This design comes from an exercise in tuning for small area on the open sky130 flow, not from production work.
Only simulation tests tie the RTL to the original design; equivalence was not proved.
The flow treats the clock pin as an ideal source, which a real chip does not have.
Power is estimated from default activity; no workload was simulated.

===== flow/flow/run.sh =====
#!/bin/bash
# The standard ORFS layout (standard.sh) with these changes:
#  - synthesis: synth_recipe.tcl unchanged, but ABC maps for area only
#    (flow/synth.tcl, flow/abc_area.script);
#  - CTS: small clock buffers, no dummy balancing loads, and leaf buffers
#    whose flip-flop clock slew would be high are upsized (flow/post_cts.tcl);
#  - port buffers are minimum size.
# make's output goes to flow_make.log here; ORFS keeps each step's own log
# under orfs/logs/.
set -euo pipefail
export FLOW_WORK=$PWD
export CLK_SLEW_FIX=0.115
bash standard.sh \
  "SYNTH_SCRIPT=$PWD/flow/synth.tcl" \
  "POST_CTS_TCL=$PWD/flow/post_cts.tcl" \
  "CTS_ARGS=-sink_clustering_enable -repair_clock_nets -dont_use_dummy_load -buf_list sky130_fd_sc_hd__clkbuf_8 -sink_clustering_size 18 -sink_clustering_max_diameter 45" \
  "BUFFER_PORTS_ARGS=-buffer_cell sky130_fd_sc_hd__buf_1" \
  finish > flow_make.log 2>&1

===== flow/config.mk =====
export PLATFORM = sky130hd
export DESIGN_NAME = lc3b_mem_unit
export DESIGN_NICKNAME = lc3b_mem_unit
export VERILOG_FILES = /design/flow/design.v
export SDC_FILE = /design/flow/constraint.sdc
export NUM_CORES = 4
export LEC_CHECK = 0
export ABC_AREA = 1
export CAP_MARGIN = 20
export CORE_MARGIN = 2
export CORE_UTILIZATION = 55
export PLACE_DENSITY = 0.65
export SLEW_MARGIN = 20

===== flow/constraint.sdc =====
create_clock -name core_clock -period 10.0 [get_ports {clk_50}]
set_input_delay 2.0000 -clock core_clock [delete_from_list [all_inputs] [get_ports {clk_50}]]
set_output_delay 2.0000 -clock core_clock [all_outputs]
set_load 0.01 [all_outputs]

===== flow/flow/post_cts.tcl =====
# Upsize the clock buffers whose flip-flop clock pins would see a slow edge
# (placement parasitics; routed slews come out a little higher).
estimate_parasitics -placement
set limit $::env(CLK_SLEW_FIX)
set fixed 0
set bigger [dict create \
  sky130_fd_sc_hd__clkbuf_2 sky130_fd_sc_hd__clkbuf_4 \
  sky130_fd_sc_hd__clkbuf_4 sky130_fd_sc_hd__clkbuf_8 \
  sky130_fd_sc_hd__clkbuf_8 sky130_fd_sc_hd__clkbuf_16]
foreach inst [get_cells *] {
  set ref [get_property $inst ref_name]
  if {![dict exists $bigger $ref]} { continue }
  set out [get_pins -of_objects $inst -filter "direction == output"]
  set worst 0
  foreach p [get_pins -of_objects [get_nets -of_objects $out] -filter "direction == input"] {
    set s [get_property $p slew_max]
    if {$s > $worst} { set worst $s }
  }
  if {$worst > $limit} {
    replace_cell $inst [dict get $bigger $ref]
    incr fixed
  }
}
puts "post_cts: upsized $fixed clock buffers over $limit ns"
detailed_placement
check_placement

===== flow/flow/synth.tcl =====
# The standard synthesis (synth_recipe.tcl, sourced unchanged) with one
# change: ABC maps the logic with an area-only script (flow/abc_area.script)
# instead of ORFS's delay-driven one. Registers are mapped before ABC runs,
# so they come out the same as in the standard synthesis.
proc abc {args} {
  set i [lsearch -exact $args -script]
  if {$i >= 0} { lset args [expr {$i + 1}] $::env(FLOW_WORK)/flow/abc_area.script }
  yosys abc {*}$args
}
source $::env(FLOW_WORK)/synth_recipe.tcl

===== flow/standard.sh =====
#!/bin/bash
# synth_recipe.tcl (not shown) runs the flow's synth.tcl, then flattens the netlist and writes it again
# the make line also repeats each setting of config.mk as NAME=value (left out here)
make -C /OpenROAD-flow-scripts/flow DESIGN_CONFIG=/design/flow/config.mk WORK_HOME=/design/flow/orfs CLKGATE_MAP_FILE= SYNTH_SCRIPT=/design/flow/synth_recipe.tcl "${@:-finish}"

===== flow/flow/abc_area.script =====
strash
dch -f
amap -F 4 -A 16 -C 1000
topo

===== flow/design.v =====
package lc3b_mem_pkg;
  typedef enum logic [1:0] {
    IDLE  = 2'd0,
    READ  = 2'd1,
    WRITE = 2'd2,
    DONE  = 2'd3
  } state_t;
  localparam logic RW_WRITE  = 1'b1;
  localparam logic SIZE_BYTE = 1'b1;
  function automatic logic [15:0] sext_byte(input logic [7:0] b);
    sext_byte = {{8{b[7]}}, b};
  endfunction
endpackage
module lc3b_mem_array #(
  parameter int ROWS = 128,
  parameter int RW   = $clog2(ROWS),
  parameter int NWP  = 12,
  parameter int NRT  = 22
) (
  input  logic          clk,
  input  logic          wcap,
  input  logic [RW-1:0] wrow,
  input  logic [15:0]   wdata,
  input  logic [1:0]    wbe,
  input  logic [RW-1:0] rrow,
  output logic [15:0]   rdata
);
  logic [16*ROWS-1:0] ring;
  logic [RW-1:0] phase;
  logic [RW-1:0] prow;
  logic [15:0]   pdata;
  logic [1:0]    pbe;
  logic [15:0]   rbuf;
  logic [15:0]   rnext;
  logic [RW-1:0] wpos;
  logic [RW-1:0] rpos;
  logic          hit;
  logic [15:0]   tap;
  always_ff @(posedge clk) phase <= phase + RW'(1);
  always_ff @(posedge clk) begin
    if (wcap) begin
      prow  <= wrow;
      pdata <= wdata;
      pbe   <= wbe;
    end
  end
  assign wpos = prow + phase;
  assign rpos = rrow + phase;
  for (genvar i = 0; i < ROWS; i++) begin : g_ring
    localparam int PREV = (i + ROWS - 1) % ROWS;
    localparam int K = (i * NWP + ROWS - 1) / ROWS;
    if (K < NWP && (K * ROWS) / NWP == i) begin : g_wp
      logic sel;
      assign sel = (wpos == RW'(PREV));
      always_ff @(posedge clk) begin
        ring[16*i +: 8]  <= (sel && pbe[0]) ? pdata[7:0]  : ring[16*PREV +: 8];
        ring[16*i+8 +: 8] <= (sel && pbe[1]) ? pdata[15:8] : ring[16*PREV+8 +: 8];
      end
    end else begin : g_sh
      always_ff @(posedge clk) ring[16*i +: 16] <= ring[16*PREV +: 16];
    end
  end
  logic [7:0]  rhi;
  logic [15:0] rlo;
  logic [NRT-1:0] rsel;
  always_comb begin
    rhi = '0;
    rlo = '0;
    rhi[rpos[RW-1:4]] = 1'b1;
    rlo[rpos[3:0]]    = 1'b1;
  end
  for (genvar k = 0; k < NRT; k++) begin : g_rsel
    localparam int P = (k * ROWS) / NRT;
    assign rsel[k] = rhi[P / 16] & rlo[P % 16];
  end
  assign hit = |rsel;
  localparam int NIN = NRT + 1;
  localparam int NG  = (NIN + 2) / 3;
  logic [NIN-1:0]       isel;
  logic [16*NIN-1:0]    idat;
  logic [16*NG-1:0]     gterm_n;
  assign isel = {!hit, rsel};
  for (genvar k = 0; k < NRT; k++) begin : g_idat
    assign idat[16*k +: 16] = ring[16*((k * ROWS) / NRT) +: 16];
  end
  assign idat[16*NRT +: 16] = rbuf;
  for (genvar g = 0; g < NG; g++) begin : g_grp
    always_comb begin
      logic [15:0] acc;
      acc = '0;
      for (int j = 3 * g; j < 3 * g + 3 && j < NIN; j++)
        acc = acc | ({16{isel[j]}} & idat[16*j +: 16]);
      gterm_n[16*g +: 16] = ~acc;
    end
  end
  always_comb begin
    logic [15:0] all1;
    all1 = '1;
    for (int g = 0; g < NG; g++) all1 = all1 & gterm_n[16*g +: 16];
    rnext = ~all1;
  end
  always_ff @(posedge clk) rbuf <= rnext;
  always_comb begin
    rdata = rnext;
    if (prow == rrow) begin
      if (pbe[0]) rdata[7:0]  = pdata[7:0];
      if (pbe[1]) rdata[15:8] = pdata[15:8];
    end
  end
endmodule
module lc3b_mem_unit #(
  parameter int ADDR_W = 16,
  parameter int DATA_W = 16,
  parameter int DEPTH  = 256,
  parameter int RD_LAT = 5,
  parameter int WR_LAT = 10
) (
  input  logic              clk_50,
  input  logic              rst,
  input  logic [DATA_W-1:0] bus,
  input  logic              ld_mar,
  input  logic              ld_mdr,
  input  logic              gate_mdr,
  input  logic              mio_en,
  input  logic              rw,
  input  logic              datasize,
  output logic [DATA_W-1:0] mdr_out,
  output logic              r,
  output logic              addr_err
);
  localparam int AW      = $clog2(DEPTH);
  localparam int MAX_LAT = (RD_LAT > WR_LAT) ? RD_LAT : WR_LAT;
  localparam int CNT_W   = $clog2(MAX_LAT + 1);
  lc3b_mem_pkg::state_t state;
  logic [AW-1:0]     mar;
  logic [AW-1:0]     mar_d;
  logic [DATA_W-1:0] mdr;
  logic [CNT_W-1:0]  cnt;
  logic              size_q;
  logic [15:0]       rdata;
  logic [15:0]       wdata;
  logic [1:0]        wbe;
  logic              unaligned;
  logic              finishing;
  logic              wcap;
  assign mar_d     = ((state == lc3b_mem_pkg::IDLE) && ld_mar) ? bus[AW-1:0] : mar;
  assign unaligned = (size_q != lc3b_mem_pkg::SIZE_BYTE) && mar[0];
  assign finishing = ((state == lc3b_mem_pkg::READ) || (state == lc3b_mem_pkg::WRITE)) && (cnt == '0);
  assign wcap      = finishing && (state == lc3b_mem_pkg::WRITE) && !unaligned;
  assign wdata = {(size_q == lc3b_mem_pkg::SIZE_BYTE) ? mdr[7:0] : mdr[15:8], mdr[7:0]};
  assign wbe   = (size_q == lc3b_mem_pkg::SIZE_BYTE) ? {mar[0], !mar[0]} : 2'b11;
  lc3b_mem_array #(
    .ROWS (DEPTH / 2)
  ) u_array (
    .clk   (clk_50),
    .wcap  (wcap),
    .wrow  (mar[AW-1:1]),
    .wdata (wdata),
    .wbe   (wbe),
    .rrow  (mar_d[AW-1:1]),
    .rdata (rdata)
  );
  always_ff @(posedge clk_50) begin
    if (state == lc3b_mem_pkg::IDLE) begin
      size_q <= datasize;
      cnt    <= (rw == lc3b_mem_pkg::RW_WRITE) ? CNT_W'(WR_LAT - 1) : CNT_W'(RD_LAT - 1);
    end else if (cnt != '0) begin
      cnt    <= cnt - CNT_W'(1);
    end
  end
  always_ff @(posedge clk_50 or posedge rst) begin
    if (rst) begin
      state  <= lc3b_mem_pkg::IDLE;
      mar    <= '0;
      mdr    <= '0;
    end else begin
      case (state)
        lc3b_mem_pkg::IDLE: begin
          mar <= mar_d;
          if (ld_mdr) mdr <= bus;
          if (mio_en) begin
            if (rw == lc3b_mem_pkg::RW_WRITE) begin
              state <= lc3b_mem_pkg::WRITE;
            end else begin
              state <= lc3b_mem_pkg::READ;
            end
          end
        end
        lc3b_mem_pkg::READ, lc3b_mem_pkg::WRITE: begin
          if (cnt == '0) begin
            state <= lc3b_mem_pkg::DONE;
            if ((state == lc3b_mem_pkg::READ) && !unaligned) begin
              if (size_q == lc3b_mem_pkg::SIZE_BYTE)
                mdr <= lc3b_mem_pkg::sext_byte(mar[0] ? rdata[15:8] : rdata[7:0]);
              else
                mdr <= rdata;
            end
          end
        end
        lc3b_mem_pkg::DONE: begin
          if (!mio_en) begin
            state <= lc3b_mem_pkg::IDLE;
          end
        end
        default: state <= lc3b_mem_pkg::IDLE;
      endcase
    end
  end
  assign r        = (state == lc3b_mem_pkg::DONE);
  assign addr_err = r && unaligned;
  assign mdr_out  = gate_mdr ? mdr : '0;
endmodule

==> results.cfg <==
[placement]
gp_congestion = 0.905
io_buffers = 41
hpwl_microns = 60200
place_inst = 4119

[synth]
yosys_warnings = 2
synth_cells = 2900
async_flop_share = 0.0122
synthDistinctLibCells = 39
seq_area_frac_synth = 0.886
ys_seq_elements = 2127
ys.flop_type = dfxtp_1
avgSynthCellArea_sq_um = 16.7
synth_edf_count = 30
synth_area_sq_um = 48500
syn-num-nets = 2951

[floorplan]
row_count = 108
ioPinCount = 42
die_w_microns = 301
core_area_sq_um = 87200
die_h_microns = 301
dieArea_sq_um = 90600
start_util = 0.557

[critical_path]
crit_buf_inv = 5
cp_data_required_time_ns = 10.56
crit_fanout = 16
crit_slowest_cell = nor2_1
cpPeakStageDelay_ns = 0.69
cp-start-kind = input pin
crit_family = compound AO/OA/AOI/OAI gates
arrival_ns = 8.81
worst-setup-path-type = in2reg
end_kind = register
cp_cell_sequence = buf_1 > nand2_1 > clkinv_1 > a22o_1 > ha_1 > fa_1 > a31oi_1 > clkinv_1 > a311oi_1 > a21oi_1 > o21ai_0 > clkinv_1 > or2_0 > nor2_1 > nor4_1 > nand4_1 > nor4b_2 > buf_4 > a221o_1 > a22oi_1 > o22a_1 > o21ai_0 > o221ai_1 > o21ai_0

[global_routing]
gr-total-overflow = 0
grt_use_total = 0.204
grt_max_degree = 33
antenna_found_initial = 4
grt_pass1_wl_microns = 137000
grt_pass1_vias = 22300

[power]
p_int_w = 0.0104
irDropWorstVdd_v = 0.000170
p_leak_nw = 20.3
pwr-share-comb = 0.057
p_sw_w = 0.00296
total_power_w = 0.0133
seq_power_share = 0.657
pwr_density_cell_nw_per_um2 = 253
power.clock.fraction = 0.286
swShare = 0.222

[final_layout]
final_nets = 3167
syn2layout_area_growth_pct = 8.32
drive_gt1_frac = 0.0597
instances_no_fill = 4270
postLayoutCoreUtil = 0.603

[drt]
wl_per_cell_microns = 21.5
vias = 22100
drtIter0Drc = 2222
routed_wl_microns = 91700
dr.pass1.iters = 13
vias_per_cell = 5.18
drc = 0
ant_nets = 0

[sta]
period_minus_slack_ns = 8.25
hold_viol = 0
worst_pin_slew_ns = 1.16
tns_ns = 0
period_share = 0.825
maxSlewHeadroom = 0.228
drv_slew = 0
setup_viol = 0
fin_skew_ns = 0.0825
clock.fmax_mhz = 121
rsz0062_at_grt = false

[clocking]
cts_tree = yes
clock_sinks = 2127
clk_pin_slew_ns = 0.10
clkLatencyLatePin_ns = 0.73

[hold_path]
min_path_type = reg2reg

[outcome]
status = finished clean

[job]
drv_cap = 0
==> cell families after synthesis <==
group           share of synthesized area
flops                               0.886
compound gates                     0.0782
simple gates                       0.0213
buf+inv                           0.00681
fa+ha+maj                         0.00727
xor+xnor                         0.000180
==> power by group through the flow <==
stage                     combinational [W]  clock [W]  sequential, W
after global placement             0.000693          0        0.00894
final                              0.000756    0.00381        0.00875
after floorplan                    0.000496          0        0.00891
after global routing               0.000835    0.00422        0.00877
after detailed placement           0.000735          0        0.00895
==> worst reg2reg max path, delay by kind of cell, from the launching register on <==
kind / cells / cell delay (ns)
AOI/OAI and AO/OA: 11 / 3.25
and+or+nand+nor: 6 / 1.86
buffers and inverters: 5 / 1.13
adders and majority gates: 3 / 1.01
DFF: 1 / 0.40
==> cell usage in the layout, fill, tap and decap left out, drive strengths merged, types with 3 or more instances in the layout <==
master / count
a21o: 3
edfxtp: 30
nand4: 23
nand2: 18
a222oi: 109
nand3: 9
a211oi: 3
o221ai: 20
a22oi: 12
clkinv: 81
o22a: 193
buf: 71
o22ai: 18
ha: 25
dfxtp: 2071
clkbuf: 149
and4: 3
or2: 4
dfrtp: 26
nand4b: 11
o21ai: 36
nor3: 10
a21oi: 25
or3: 24
a22o: 9
nor2: 94
nor4: 6
a221o: 13
==> registers in the layout (all words and copies together), names as in the netlist <==
signal,count
u_array.ring,2048
mdr,16
u_array.pdata,16
u_array.rbuf,16
mar,8
u_array.phase,7
u_array.prow,7
cnt,4
state,2
u_array.pbe,2
size_q,1
==> per-layer routing <==
layer	share of wire	global-route usage
met4	0.030	0.0768
met3	0.052	0.0390
met5	0.00011	0
met2	0.46	0.323
met1	0.46	0.281
==> cell type report <==
class,instances,area (sq um)
Antenna cell,1,2.50
Clock buffer,149,2210
Fill cell,6470,34600
Inverter,82,308
Multi-Input combinational cell,685,5220
Sequential cell,2127,43000
Tap cell,1155,1450
Timing Repair Buffer,71,379
==> cells in the mapped netlist (all sizes together), types with 2 or more instances <==
| library cell | number | share of area |
|---|---|---|
| a221o | 13 | 0.0027 |
| fa | 2 | 0.00082 |
| nand4 | 23 | 0.0030 |
| a22o | 9 | 0.0016 |
| a22oi | 12 | 0.0019 |
| nor3 | 10 | 0.0010 |
| a21o | 3 | 0.00046 |
| nand2 | 18 | 0.0014 |
| dfxtp | 2071 | 0.85 |
| nand3 | 9 | 0.00093 |
| o221a | 2 | 0.00046 |
| a31oi | 2 | 0.00026 |
| ha | 25 | 0.0064 |
| dfrtp | 26 | 0.013 |
| a221oi | 2 | 0.00036 |
| a211oi | 3 | 0.00046 |
| clkinv | 82 | 0.0063 |
| a222oi | 109 | 0.022 |
| nor4b | 2 | 0.00036 |
| nor4 | 6 | 0.00077 |
| or2 | 4 | 0.00052 |
| and4 | 3 | 0.00054 |
| o21ai | 36 | 0.0037 |
| nor2 | 94 | 0.0073 |
| nand4b | 11 | 0.0020 |
| edfxtp | 30 | 0.019 |
| o22ai | 18 | 0.0023 |
| buf | 6 | 0.00046 |
| or3 | 24 | 0.0031 |
| o221ai | 20 | 0.0036 |
| o22a | 193 | 0.035 |
| a21oi | 25 | 0.0026 |
==> stage by stage <==
stage / setup WS, ns / hold slack (ns) / cell area (sq um)
5_1_grt: 1.28 / 0.270 / 52600
3_5_place_dp: 1.16 / 0.312 / 50400
3_3_place_gp: 1.33 / 0.310 / 50400
2_1_floorplan: 2.10 / 0.310 / 48500
6_report: 1.75 / 0.271 / 52600
==> final timing paths <==
kind                                    from                end  slack (ns)  cells past startpoint
max in group asynchronous                rst             mar[5]        8.22                      2
min                        u_array.ring[413]  u_array.ring[429]        0.27                      0
max reg2reg                         state[0]            mdr[14]        2.20                     25
max                                   ld_mar            mdr[14]        1.75                     24
min reg2reg                u_array.ring[413]  u_array.ring[429]        0.27                      0
min in group asynchronous                rst             mar[0]        1.32                      2

[what the ideal ports hide]
No port has a modelled driver above. Below, the same layout with a new extraction and two added sets of constraints. Step 1 assumes that a clkbuf_16 drives the clock port and a buf_2 every other input. Step 2 also shifts input and output timing later by t, the mid clock arrival at the registers, as if the neighbouring blocks saw the same clock. Three values: ideal ports, drivers, drivers and shift; two values: the first two.
t (ns): 0.758
setup slack, ns: 1.752 / 1.798 / 1.040
worst hold slack (ns): 0.271 / 0.271 / 0.271
pins driven straight from the clock port: 1
After both steps setup and hold are still met in this run. For this run, drivers alone change the setup slack by +0.046 ns; drivers and shift together by -0.712 ns.
